Background: an optimization exercise with open tools, aiming at small area, a short achievable clock period and few clock cycles per item. Do not read the settings as production practice. Function was checked by simulation only, so behaviour that the tests miss may differ from the original.

[design.v]
module fullcon_seq_mac #(
   parameter int DEPTH_IN     = 12,
   parameter int N_OUT        = 4,
   parameter int LANES        = 4,
   parameter int WIDTH_DATA   = 16,
   parameter int WIDTH_KERNEL = 8,
   parameter int RELU_EN      = 0
) (
   input  logic                                   clk,
   input  logic                                   rst,
   input  logic                                   in_valid,
   output logic                                   in_ready,
   input  logic [WIDTH_DATA*DEPTH_IN-1:0]         data_in,
   input  logic [WIDTH_KERNEL*DEPTH_IN*N_OUT-1:0] kernel_in,
   input  logic [(WIDTH_DATA+WIDTH_KERNEL+$clog2(DEPTH_IN)+1)*N_OUT-1:0] bias_in,
   output logic                                   out_valid,
   input  logic                                   out_ready,
   output logic [WIDTH_DATA+WIDTH_KERNEL+$clog2(DEPTH_IN):0] data_o,
   output logic [((N_OUT > 1) ? $clog2(N_OUT) : 1)-1:0] out_idx,
   output logic                                   out_last
);
   localparam int WIDTH_ACC   = WIDTH_DATA + WIDTH_KERNEL + $clog2(DEPTH_IN) + 1;
   localparam int WIDTH_PROD  = WIDTH_DATA + WIDTH_KERNEL;
   localparam int WIDTH_IDX   = (N_OUT > 1) ? $clog2(N_OUT) : 1;
   localparam int CHUNKS      = DEPTH_IN / LANES;
   localparam int WIDTH_CHUNK = (CHUNKS > 1) ? $clog2(CHUNKS) : 1;
   localparam int WIDTH_ELEM  = (DEPTH_IN > 1) ? $clog2(DEPTH_IN) : 1;
   localparam int WIDTH_KIDX  = (DEPTH_IN*N_OUT > 1) ? $clog2(DEPTH_IN*N_OUT) : 1;
   typedef enum logic [1:0] {ST_IDLE, ST_MAC, ST_OUT} state_t;
   state_t                                 state_q, state_d;
   logic [WIDTH_DATA*DEPTH_IN-1:0]         data_q, data_d;
   logic [WIDTH_KERNEL*DEPTH_IN*N_OUT-1:0] kernel_q, kernel_d;
   logic [WIDTH_ACC*N_OUT-1:0]             bias_q, bias_d;
   logic signed [WIDTH_ACC-1:0]            acc_q, acc_d;
   logic [WIDTH_CHUNK-1:0]                 chunk_q, chunk_d;
   logic [WIDTH_IDX-1:0]                   n_q, n_d;
   logic [DEPTH_IN-1:0][WIDTH_DATA-1:0]         data_v;
   logic [N_OUT*DEPTH_IN-1:0][WIDTH_KERNEL-1:0] kern_v;
   logic [N_OUT-1:0][WIDTH_ACC-1:0]             bias_v;
   logic signed [WIDTH_ACC-1:0]            mac_sum;
   logic signed [WIDTH_PROD-1:0]           prod;
   logic [WIDTH_ELEM-1:0]                  elem;
   logic [WIDTH_KIDX-1:0]                  kidx;
   assign data_v = data_q;
   assign kern_v = kernel_q;
   assign bias_v = bias_q;
   always_comb begin
      mac_sum = acc_q;
      prod    = '0;
      elem    = '0;
      kidx    = '0;
      for (int l = 0; l < LANES; l++) begin
         elem    = WIDTH_ELEM'(chunk_q) * WIDTH_ELEM'(LANES) + WIDTH_ELEM'(l);
         kidx    = WIDTH_KIDX'(n_q) * WIDTH_KIDX'(DEPTH_IN) + WIDTH_KIDX'(elem);
         prod    = $signed(data_v[elem]) * $signed(kern_v[kidx]);
         mac_sum = mac_sum + {{(WIDTH_ACC-WIDTH_PROD){prod[WIDTH_PROD-1]}}, prod};
      end
   end
   always_comb begin
      state_d  = state_q;
      data_d   = data_q;
      kernel_d = kernel_q;
      bias_d   = bias_q;
      acc_d    = acc_q;
      chunk_d  = chunk_q;
      n_d      = n_q;
      case (state_q)
         ST_IDLE: begin
            if (in_valid) begin
               data_d   = data_in;
               kernel_d = kernel_in;
               bias_d   = bias_in;
               acc_d    = bias_in[WIDTH_ACC-1:0];
               chunk_d  = '0;
               n_d      = '0;
               state_d  = ST_MAC;
            end
         end
         ST_MAC: begin
            acc_d = mac_sum;
            if (chunk_q == WIDTH_CHUNK'(CHUNKS - 1)) begin
               chunk_d = '0;
               state_d = ST_OUT;
            end else begin
               chunk_d = chunk_q + WIDTH_CHUNK'(1);
            end
         end
         ST_OUT: begin
            if (out_ready) begin
               if (n_q == WIDTH_IDX'(N_OUT - 1)) begin
                  state_d = ST_IDLE;
               end else begin
                  n_d     = n_q + WIDTH_IDX'(1);
                  acc_d   = bias_v[n_d];
                  state_d = ST_MAC;
               end
            end
         end
         default: state_d = ST_IDLE;
      endcase
   end
   always_ff @(posedge clk) begin
      if (rst) begin
         state_q <= ST_IDLE;
         acc_q   <= '0;
         chunk_q <= '0;
         n_q     <= '0;
      end else begin
         state_q <= state_d;
         acc_q   <= acc_d;
         chunk_q <= chunk_d;
         n_q     <= n_d;
      end
   end
   always_ff @(posedge clk) begin
      data_q   <= data_d;
      kernel_q <= kernel_d;
      bias_q   <= bias_d;
   end
   assign in_ready  = (state_q == ST_IDLE);
   assign out_valid = (state_q == ST_OUT);
   assign data_o    = ((RELU_EN != 0) && acc_q[WIDTH_ACC-1]) ? '0 : acc_q;
   assign out_idx   = n_q;
   assign out_last  = (state_q == ST_OUT) && (n_q == WIDTH_IDX'(N_OUT - 1));
endmodule
[run.sh]
#!/bin/bash
# synth_recipe.tcl (not shown) runs the flow's synth.tcl, then flattens the netlist and writes it again
# the make line also repeats each setting of config.mk as NAME=value (left out here)
make -C /OpenROAD-flow-scripts/flow DESIGN_CONFIG=/design/flow/config.mk WORK_HOME=/design/flow/orfs CLKGATE_MAP_FILE= SYNTH_SCRIPT=/design/flow/synth_recipe.tcl finish
[config.mk]
export PLATFORM = sky130hd
export DESIGN_NAME = fullcon_seq_mac
export DESIGN_NICKNAME = fullcon_seq_mac
export VERILOG_FILES = /design/flow/design.v
export SDC_FILE = /design/flow/constraint.sdc
export NUM_CORES = 4
export LEC_CHECK = 0
export CAP_MARGIN = 20
export CORE_MARGIN = 2
export CORE_UTILIZATION = 40
export SLEW_MARGIN = 20
[constraint.sdc]
create_clock -name core_clock -period 12.0 [get_ports {clk}]
set_input_delay 2.4000 -clock core_clock [delete_from_list [all_inputs] [get_ports {clk}]]
set_output_delay 2.4000 -clock core_clock [all_outputs]
set_load 0.01 [all_outputs]
==> summary.txt <==
STA
  – Final setup vio count: 0
  – Clk_skew: 0.0468 ns
  – Slew Viols, Final: 0
  – Tcrit/Tclk final: 0.948
  – Worst Max-Slew Pin Slew: 1.07 ns
  – Rel. slew slack: 0.288
  – Fmax: 0.0879 GHz
  – Unrepaired setup endpoints after global routing: no
  – Final Hold Fails: 0
  – Fin crit period: 11.37 ns
  – WHS: 0.493 ns
  – Setup TNS: 0 ns

Floorplan
  – Die extent in y: 352 µm
  – CORE AREA: 0.120 mm²
  – I/O Pins: 730
  – Die footprint: 0.124 mm²
  – Die width: 352 µm
  – Initial Util: 0.404
  – # rows: 127

Routing
  – DRC violations left: 0
  – Drt first pass iters: 7
  – Post-Route WL: 142 mm
  – Via Count: 31500
  – Post-DR vias/cell: 4.98
  – DR WL/cell: 22.4 µm
  – Final ANT Viol Nets: 0
  – Iter 0 DRT Violations: 2202

Worst setup path
  – CP Capture Type: flip-flop
  – WP data required: 12.57 ns
  – R2R Setup Slk: 0.63 ns
  – Sum of buffers and inverters on the critical path: 8
  – CP Max Fanout: 24
  – CP max stage cell: fa_4
  – Critical path type: reg2reg
  – Critical path arrival: 11.94 ns
  – CP top delay family: adder cells
  – CP Launch Type: flip-flop
  – Slowest stage delay, CP: 0.93 ns

Min path
  – Min-Delay Path Class: reg2reg

Logic synthesis
  – Cell area after synthesis: 0.0484 mm²
  – Ys flop type: edfxtp_1
  – Area leader, netlist: edfxtp_1
  – Flop and latch count out of synthesis: 727
  – Post-synth cell types: 79
  – Post-synth ARST share: 0
  – Post-synth EDFFs: 692
  – Syn Nets: 5265
  – Ranking of synthesized cells by area: edfxtp_1 (43%), fa_1 (21%), mux4_2 (5.8%), ha_1 (5.6%), inv_1 (5.1%)
  – Post-Syn Instances: 3856
  – Top cell type's share of synthesized area: 0.429
  – Yosys warnings: 1
  – Seq/Total Area, Yosys: 0.444
  – Mean instance size in the synthesized netlist: 12.6 µm²

Clock tree
  – CTS clk-pin slew, worst paths: 0.06 ns
  – Cts bufs inserted: 81
  – Clk sink count: 727
  – CTS tree: yes
  – Max clock buf depth: 3
  – Post-CTS Setup Bufs: 0
  – H-tree Lvls: 3
  – Worst-Skew Late Latency: 0.70 ns
  – Cell chosen for the clock root: clkbuf_16

Global routing
  – Vias in the first global route: 33600
  – Initial antenna violation count: 14
  – Overall Global Routing Usage: 0.230
  – GRT overflow: 0
  – First-pass GRT wire length: 212 mm
  – Largest net degree at the start of global routing: 160

Flow run
  – Max Cap Violations: 0

Placed design
  – IO buf count: 729
  – Hpwl dp: 115 mm
  – Routability cong.: 0.907

Layout
  – Most common cell after layout, fill and taps aside: clkdlybuf4s50_1
  – Synthesis-to-finish area growth: 25.8%
  – Nets: 6046
  – Commonest cells after routing, fill and taps aside: clkdlybuf4s50_1 (729), edfxtp_1 (692), inv_1 (657)
  – Share of post-route cells with drive strength above 1: 0.0952

Run status
  – Status: timing/DRC/antenna clean
## what timing repair did
item | 4_1_cts | 5_1_grt
hold buffers | 0 | 0
resized for setup | 0 | 2
endpoints found under the hold margin | 0 | 0
setup endpoints to repair | 0 | 1
## sequential cells by signal, indices dropped and copies added (netlist names)
register  count
chunk_q       2
data_q      192
acc_q        29
kernel_q    384
bias_q      116
state_q       2
n_q           2
## worst paths after layout
check	startpoint	endpoint	cells past startpoint
worst max-delay path	n_q[0]	acc_q[28]	44
worst max register to register	n_q[0]	acc_q[28]	44
worst min-delay path	acc_q[23]	acc_q[23]	2
worst min register to register	acc_q[23]	acc_q[23]	2
## logic make-up (layout without fill, tap and decap cells)
kind of cell	Yosys count	in the layout	synth area share
AOI/OAI and AO/OA	418	418	0.0557
buffers and inverters	784	1633	0.0613
adders and majority gates	713	713	0.261
muxes	200	200	0.0737
other	0	12	0
and+or+nand+nor	887	887	0.0808
xor gates and xnor gates	127	127	0.0238
DFF	727	727	0.444
## final cells by class
cell class	instances	area, µm²
antenna	12	30.0
clock buffer	99	2120
clock inverter	52	482
fill	10500	59000
inverter	659	2470
multi-input combinational	2345	24200
sequential	727	21500
tap	1612	2020
timing repair buffer	823	8100
## synthesized netlist by cell type, drive strengths merged (5+ instances only)
cell type  count
nand4          5
a22oi         16
or2           52
o21ai         43
a311oi         7
o21bai        19
a21o          31
a211oi        22
and3           7
clkbuf        82
nor3          19
ha           216
buf           43
and2          22
nand2        155
fa           497
edfxtp       692
a21oi        191
nand3         21
a31oi         31
or3           10
inv          658
mux4         125
nor2b         24
o211ai         7
mux2i         74
xnor2         92
xor2          33
nor2         486
o21a           9
dfxtp         35
nand2b        76
## worst min-delay path: stages, from the launching register on
cell	delay, ns
dfxtp_1	0.32
nand2_1	0.06
a21oi_1	0.06
## per-layer routing
layer / up-vias / wire [µm] / GRT usage / part of all wire
met5: - / 70 / 0 / 0.00049
met4: 10 / 3020 / 0.0532 / 0.021
met3: 153 / 8600 / 0.0515 / 0.061
met2: 880 / 72300 / 0.403 / 0.51
met1: 16000 / 57900 / 0.288 / 0.41
li1: 14500 / - / - / -
## per-stage QoR
step,area (µm²),utilization,worst slack (ns),std cells
6_report,60900,0.508,0.629,6329
5_1_grt,60900,0.508,0.00139,6324
4_1_cts,60900,0.507,0.537,6317
3_5_place_dp,58300,0.486,0.573,6166
3_3_place_gp,58300,0.486,0.726,6166
2_1_floorplan,48400,-,0.104,3856
Testbench counts, summed over its fixed seeds: cycles 6,528, items 1,536.

re-timing with driven ports:
Ports are ideal in the flow. The routed layout listed here was re-timed in OpenROAD. Step 1 sets driving cells, clkbuf_16 on the clock port and buf_2 on the other inputs (assumed; they add their load-dependent delay and slew). Step 2, shift: input delay + t, output delay - t, t = (earliest + latest rising clock arrival at the registers) / 2. This alone moves slack from input paths to output paths. a / b / c = ideal / step 1 / step 2; a / b = the first two.
shift t [ns]: 0.754
setup slack, ns: 0.629 / 0.629 / 0.629
worst hold slack (ns): 0.493 / 0.493 / 0.493
clock arrival spread, ns: 0.049 / 0.048
worst slew at a driven data input, ns: 0.14
After both steps this run still meets setup and hold. For this run, drivers alone change the setup slack by 0.000 ns; drivers and shift together by 0.000 ns.
